Context: an optimization exercise on an open-source flow, tuned for small area, a short achievable clock period and few clock cycles per item. The choices shown serve that exercise and are no tape-out recipe.
In this exercise RTL edits were held to simulation tests only and were not proved equivalent to the original.

Setup of the baseline:
Design triangle_tangent_bitangent, start of the top module:
module triangle_tangent_bitangent
#(
    parameter int POSITION_WIDTH = ttb_pkg::POS_W_DEF,
    parameter int TEXCOORD_WIDTH = ttb_pkg::TEX_W_DEF
)
(
    input  logic                             clk,
    input  logic                             rst_n,
    input  logic                             in_valid,
    output logic                             in_ready,
    input  logic signed [POSITION_WIDTH-1:0] pos_x,
    input  logic signed [POSITION_WIDTH-1:0] pos_y,
    input  logic signed [POSITION_WIDTH-1:0] pos_z,
    input  logic signed [TEXCOORD_WIDTH-1:0] tex_u,
    input  logic signed [TEXCOORD_WIDTH-1:0] tex_v,
    output logic                             out_valid,
    input  logic                             out_ready,
    output logic signed [ttb_pkg::OUT_W-1:0] tangent_x,
    output logic signed [ttb_pkg::OUT_W-1:0] tangent_y,
    output logic signed [ttb_pkg::OUT_W-1:0] tangent_z,
    output logic signed [ttb_pkg::OUT_W-1:0] bitangent_x,
    output logic signed [ttb_pkg::OUT_W-1:0] bitangent_y,
    output logic signed [ttb_pkg::OUT_W-1:0] bitangent_z,
    output logic                             degenerate,
    output logic                             saturated
);
For scale: ~16,000 cells after synthesis, ~340 I/O pins.
Settings: LEC_CHECK=0, CAP_MARGIN=20, CORE_MARGIN=2, CORE_UTILIZATION=40, SETUP_SLACK_MARGIN=3.5, SLEW_MARGIN=20; clock period 11.0 ns.
run.sh (not shown) runs the stock make flow with config.mk's settings and CLKGATE_MAP_FILE= SYNTH_SCRIPT=/design/flow/synth_recipe.tcl, a recipe that flattens the netlist after the stock synthesis.
Testbench counts of the baseline, summed over its fixed seeds: cycles 4,069, items 384.
#### Input delta (the candidate over the baseline)
-- flow/design.v --
<<< the baseline, line 116
    output logic          pend,
    output logic          busy,
    output logic          last,
    output logic [XW-1:0] xr
);
    logic [XW-1:0] x;
    logic [DW-1:0] rem;
    logic [CW-1:0] cnt;
>>> the candidate, line 116
    output logic          pend,
    output logic          busy,
    output logic [XW-1:0] x
);
    logic [DW-1:0] rem;
    logic [CW-1:0] cnt;
<<< the baseline, line 127
    logic [DW+1:0] df  [K];
    assign busy = pend && (cnt != '0);
    assign last = pend && (cnt == '0 || cnt == CW'(1));
    assign xr   = (cnt == '0) ? x : x_n[K];
    always_comb
    begin
>>> the candidate, line 125
    logic [DW+1:0] df  [K];
    assign busy = pend && (cnt != '0);
    always_comb
    begin
<<< the baseline, line 577
    assign hsh  = 5'd16 - hq;
    assign wide = (DMW+XW)'({{(DMW+XW-NW){1'b0}}, nsel} << {hsh, 1'b0});
    logic [5:0]       pend, busy, last_d, take, free, par_d;
    logic [5:0]       neg_d, ovf_d;
    logic             deg5;
>>> the candidate, line 573
    assign hsh  = 5'd16 - hq;
    assign wide = (DMW+XW)'({{(DMW+XW-NW){1'b0}}, nsel} << {hsh, 1'b0});
    logic [5:0]       pend, busy, take, free, par_d;
    logic [5:0]       neg_d, ovf_d;
    logic             deg5;
<<< the baseline, line 583
    logic [5:0]       full_reg;
    logic [5:0]       sat_reg;
    logic [OUT_W-1:0] res_reg [6];                   
    logic [5:0]       sneg_reg;
    logic [OUT_W-1:0] res [6];                       
    logic             deg_reg;
    logic             xfer;
>>> the candidate, line 579
    logic [5:0]       full_reg;
    logic [5:0]       sat_reg;
    logic [OUT_W-1:0] res_reg [6];
    logic             deg_reg;
    logic             xfer;
<<< the baseline, line 593
    begin : g_div
        logic load;
        assign take[d] = last_d[d] && !full_reg[d];
        assign free[d] = !pend[d] || take[d];
        assign load    = pop && l1_j != 3'd0 && db == 3'(d);
>>> the candidate, line 587
    begin : g_div
        logic load;
        logic sat;
        logic [OUT_W-1:0] cv;
        assign take[d] = pend[d] && !busy[d] && !full_reg[d];
        assign free[d] = !pend[d] || take[d];
        assign load    = pop && l1_j != 3'd0 && db == 3'(d);
<<< the baseline, line 608
            .pend   (pend[d]),
            .busy   (busy[d]),
            .last   (last_d[d]),
            .xr     (xq[d])
        );
        always_ff @(posedge clk)
>>> the candidate, line 604
            .pend   (pend[d]),
            .busy   (busy[d]),
            .x      (xq[d])
        );
        always_ff @(posedge clk)
<<< the baseline, line 620
            end
        end
        always_ff @(posedge clk)
        begin
            if (take[d])
            begin
                res_reg[d]  <= xq[d][OUT_W-1:0];
                sat_reg[d]  <= ovf_d[d];
                sneg_reg[d] <= neg_d[d];
            end
        end
        assign res[d] = sat_reg[d] ? {sneg_reg[d], {(OUT_W-1){!sneg_reg[d]}}}
                                   : (res_reg[d] ^ {OUT_W{sneg_reg[d]}});
    end
    logic load5;
>>> the candidate, line 615
            end
        end
        assign sat = ovf_d[d];
        assign cv  = sat ? {neg_d[d], {(OUT_W-1){!neg_d[d]}}}
                         : (xq[d][OUT_W-1:0] ^ {OUT_W{neg_d[d]}});
        always_ff @(posedge clk)
        begin
            if (take[d])
            begin
                res_reg[d] <= cv;
                sat_reg[d] <= sat;
            end
        end
    end
    logic load5;
<<< the baseline, line 663
    assign stall_b = (l1_j == 3'd0) ? (|par_hit) : !free[db];
    assign pop     = l1_v && !stall_b;
    assign tangent_x   = res[0];
    assign bitangent_x = res[1];
    assign tangent_y   = res[2];
    assign bitangent_y = res[3];
    assign tangent_z   = res[4];
    assign bitangent_z = res[5];
    assign degenerate  = deg_reg;
    assign saturated   = |sat_reg;
>>> the candidate, line 658
    assign stall_b = (l1_j == 3'd0) ? (|par_hit) : !free[db];
    assign pop     = l1_v && !stall_b;
    assign tangent_x   = res_reg[0];
    assign bitangent_x = res_reg[1];
    assign tangent_y   = res_reg[2];
    assign bitangent_y = res_reg[3];
    assign tangent_z   = res_reg[4];
    assign bitangent_z = res_reg[5];
    assign degenerate  = deg_reg;
    assign saturated   = |sat_reg;
==> results.txt <==
- On minimum hold slack, the baseline loses to the candidate.
- From the candidate to the baseline, final setup violation count did not move at all.
- [compare] base=the baseline new=the candidate: maximum frequency saw a decrease; cell area after technology mapping lower; area after detailed placement decreased about 1.6%; number of distinct library cell variants in the gate-level netlist after synthesis went up.
- The candidate vs the baseline on flip-flop and latch area: the candidate is the lower one.
- Summary — largest stage delay on the critical path, the candidate relative to the baseline: higher, by 0.11 ns.
- Delta (the candidate minus the baseline): data arrival time of the worst path flat; overall global routing resource usage increased 0.42 points; flip-flop and latch count after synthesis moved down.
- The lower sum of routed wire length over all layers came out of the candidate.
- Capture point of the worst path = g_div[3].u_div.rem[15]$_DFF_P_: the candidate; capture point of the worst path = g_div[4].u_div.rem[35]$_DFF_P_: the baseline
- Area share of and/or/nand/nor cells after synthesis on the candidate is down relative to the baseline.
Testbench counts of the candidate, summed over its fixed seeds: cycles 4,403, items 384.

==> re-timing with driven ports <==
In the flow no input, the clock included, has a driving cell. The finished layouts below were timed again as built, in two steps.
Step 1 (the two cells are an assumption about what drives the block):
set clk [get_ports {clk}]
set_driving_cell -lib_cell sky130_fd_sc_hd__clkbuf_16 $clk
set_driving_cell -lib_cell sky130_fd_sc_hd__buf_2 [delete_from_list [all_inputs] $clk]
Step 2, shift: input delay + t, output delay - t, t = (earliest + latest rising clock arrival at the registers) / 2. This alone moves slack from input paths to output paths.
Slacks: ideal / step 1 / step 2; pairs: ideal / step 1.
run | t (ns) | setup WS [ns] | worst setup path at the end | worst register clock-pin slew, ns
the baseline | 1.036 | 2.515 / 2.515 / 2.515 | register to register | 0.08 / 0.08
the candidate | 1.018 | 2.299 / 2.299 / 2.299 | register to register | 0.08 / 0.08
After both steps every run listed still meets setup and hold.
